This is an optimization exercise on Yosys and OpenROAD, whose aim is a short achievable clock period and few clock cycles per item, not a production implementation.
Where RTL was checked, it was by simulation tests only, not by an equivalence proof against the original.
Power and IR drop assume default switching activity.

== oak ==
Design calendar_time_add_minutes, start of the top module:
module calendar_time_add_minutes #(
    parameter int MAX_ADD_MINUTES = 65535
) (
    input  wire logic                     clk,
    input  wire logic                     rst_n,
    input  wire logic                     cmd_valid,
    output wire logic                     cmd_ready,
    input  wire logic                     cmd_req_type,
    input  wire logic [cta_pkg::ADD_W-1:0]    cmd_add_minutes,
    input  wire logic [cta_pkg::DAY_W-1:0]    cmd_load_day,
    input  wire logic [cta_pkg::MONTH_W-1:0]  cmd_load_month,
    input  wire logic [cta_pkg::YEAR_W-1:0]   cmd_load_year,
    input  wire logic [cta_pkg::HOUR_W-1:0]   cmd_load_hour,
    input  wire logic [cta_pkg::MINUTE_W-1:0] cmd_load_minute,
    output wire logic                     rsp_valid,
    input  wire logic                     rsp_ready,
    output wire logic [cta_pkg::DAY_W-1:0]    rsp_out_day,
    output wire logic [cta_pkg::MONTH_W-1:0]  rsp_out_month,
    output wire logic [cta_pkg::YEAR_W-1:0]   rsp_out_year,
    output wire logic [cta_pkg::HOUR_W-1:0]   rsp_out_hour,
    output wire logic [cta_pkg::MINUTE_W-1:0] rsp_out_minute,
    output wire logic                     rsp_leap_flag,
    output wire logic [cta_pkg::DAY_W-1:0]    rsp_month_length
);
For scale: roughly 710 flip-flops, ~0.036 mm2 of cells after synthesis.
==> flow/config.mk <==
export PLATFORM = sky130hd
export DESIGN_NAME = calendar_time_add_minutes
export DESIGN_NICKNAME = calendar_time_add_minutes
export VERILOG_FILES = /design/flow/design.v
export SDC_FILE = /design/flow/constraint.sdc
export NUM_CORES = 4
export LEC_CHECK = 0
export ABC_CLOCK_PERIOD_IN_PS = 1500
export CAP_MARGIN = 20
export CORE_MARGIN = 2
export CORE_UTILIZATION = 40
export SETUP_SLACK_MARGIN = 5
export SLEW_MARGIN = 20
==> flow/constraint.sdc <==
create_clock -name core_clock -period 10.0 [get_ports {clk}]
set_input_delay 2.0000 -clock core_clock [delete_from_list [all_inputs] [get_ports {clk}]]
set_output_delay 2.0000 -clock core_clock [all_outputs]
set_load 0.01 [all_outputs]
standard.sh (not shown) runs the stock make flow with config.mk's settings and CLKGATE_MAP_FILE= SYNTH_SCRIPT=/design/flow/synth_recipe.tcl, a recipe that flattens the netlist after the stock synthesis.
==> flow/flow/run.sh <==
#!/bin/bash
set -euo pipefail
cd "$(dirname "$0")/.."
bash standard.sh SETUP_SLACK_MARGIN=7 finish > standard_make.log 2>&1
oak closes out successfully: all stages finished, all timing, DRC and antenna checks passed.
Setup changes, oak to pine
diff --git a/flow/design.v b/flow/design.v
--- a/flow/design.v
+++ b/flow/design.v
@@ -563,26 +563,26 @@
     assign s1_leap1 = (s1_year[1:0] == 2'd3) &&
                       (s1_y400 != 9'd99) && (s1_y400 != 9'd199) && (s1_y400 != 9'd299);
     assign s1_doy_n = (s1_day > s1_len_n) ? s1_last_n : s1_first_n + DOY_W'(s1_day);
     assign s1_doy_l = (s1_day > s1_len_l) ? s1_last_l : s1_first_l + DOY_W'(s1_day);
     always_ff @(posedge clk)
     begin
         s2_load <= s1_load;
         if (!s1_add)
         begin
             s2_m0   <= '0;
-            s2_m1   <= -(MOD_W+1)'(1440);
+            s2_m1   <= (MOD_W+1)'((1 << (MOD_W+1)) - 1440);
             s2_d0   <= '0;
             s2_d1   <= DOY_W'(1);
-            s2_d0_n <= -(DOY_W+1)'(365);
-            s2_d0_l <= -(DOY_W+1)'(366);
-            s2_d1_n <= -(DOY_W+1)'(364);
+            s2_d0_n <= (DOY_W+1)'((1 << (DOY_W+1)) - 365);
+            s2_d0_l <= (DOY_W+1)'((1 << (DOY_W+1)) - 366);
+            s2_d1_n <= (DOY_W+1)'((1 << (DOY_W+1)) - 364);
         end
         else if (s1_dc)
         begin
             s2_m0   <= {s1_drem, s1_alo};
             s2_m1   <= {s1_drem_m45, s1_alo};
             s2_d0   <= DOY_W'(s1_dq_p1);
             s2_d1   <= DOY_W'(s1_dq_p2);
             s2_d0_n <= s1_dq_m364;
             s2_d0_l <= s1_dq_m365;
             s2_d1_n <= s1_dq_m363;
@@ -657,46 +657,37 @@
     assign y400_inc  = ((st_y400 == 9'd399) || (st_year == 16'hFFFF)) ? '0 : st_y400 + 1'b1;
     assign year_inc  = st_year + 1'b1;
     assign year_add  = ({YEAR_W{y_carry}} & year_inc) | ({YEAR_W{!y_carry}} & st_year);
     assign y400_add  = ({Y400_W{y_carry}} & y400_inc) | ({Y400_W{!y_carry}} & st_y400);
     assign leap_add  = (y_carry && st_leap1) || (!y_carry && st_leap);
     assign leap1_add = (y_carry && leap2) || (!y_carry && st_leap1);
     always_ff @(posedge clk or negedge rst_n)
     begin
         if (!rst_n)
         begin
-            s0_v <= 1'b0;
-            s1_v <= 1'b0;
-            s2_v <= 1'b0;
-            st_v <= 1'b0;
-        end
-        else
-        begin
-            s0_v <= cmd_fire;
-            s1_v <= s0_v;
-            s2_v <= s1_v;
-            st_v <= s2_v;
-        end
-    end
-    always_ff @(posedge clk)
-    begin
-        if (!rst_n)
-        begin
+            s0_v     <= 1'b0;
+            s1_v     <= 1'b0;
+            s2_v     <= 1'b0;
+            st_v     <= 1'b0;
             st_doy   <= '0;
             st_mod   <= '0;
             st_year  <= RESET_YEAR;
             st_y400  <= '0;
             st_leap  <= 1'b1;
             st_leap1 <= 1'b0;
         end
         else
         begin
+            s0_v <= cmd_fire;
+            s1_v <= s0_v;
+            s2_v <= s1_v;
+            st_v <= s2_v;
             if (s2_load)
             begin
                 st_doy   <= s2_lleap ? s2_ldoy_l : s2_ldoy_n;
                 st_mod   <= s2_lmod;
                 st_year  <= s2_lyear;
                 st_y400  <= s2_ly400;
                 st_leap  <= s2_lleap;
                 st_leap1 <= s2_lleap1;
             end
             else
## What came out
Diff oak -> pine: final core utilization grew by 1.2 points, met3 usage grew by 0.39 points, highest fanout seen on the critical path grew by 19, global-route usage over all layers grew by 0.99 points.
pine against oak: number of buffer and inverter stages on the critical path went up 2; sequential group share of total power went down 0.5 points; gate count of the mapped netlist went down 67; total chip power went up 10%.
Testbench counts of pine, summed over its fixed seeds: cycles 2,440, items 2,400.
The RTL of oak was laid out without a check of its function.

## re-timing with driven ports
The flow's constraints put no driver on any port. The routed layouts listed below were extracted and timed again, unchanged, in two steps. Step 1, drivers: a clkbuf_16 drives clk and a buf_2 each remaining input, both assumed. Step 2 adds t to the input delays and takes it off the output delays; t is the mean of the earliest and latest rising clock arrival at the registers after step 1. Input paths then give back, and output paths get back, about the clock's delay inside the block. Slacks: ideal / step 1 / step 2; pairs: ideal / step 1.
| run | shift t [ns] | setup WS [ns] | hold WS [ns] | worst setup path after step 2 |
|---|---|---|---|---|
| oak | 0.724 | 6.783 / 6.715 / 6.338 | 0.324 / 0.324 / 0.324 | input to register |
| pine | 0.696 | 6.627 / 6.627 / 6.387 | 0.321 / 0.321 / 0.321 | input to register |
After both steps setup and hold are still met in every run listed. For oak, which loses most, drivers alone change the setup slack by -0.068 ns; drivers and shift together by -0.445 ns.
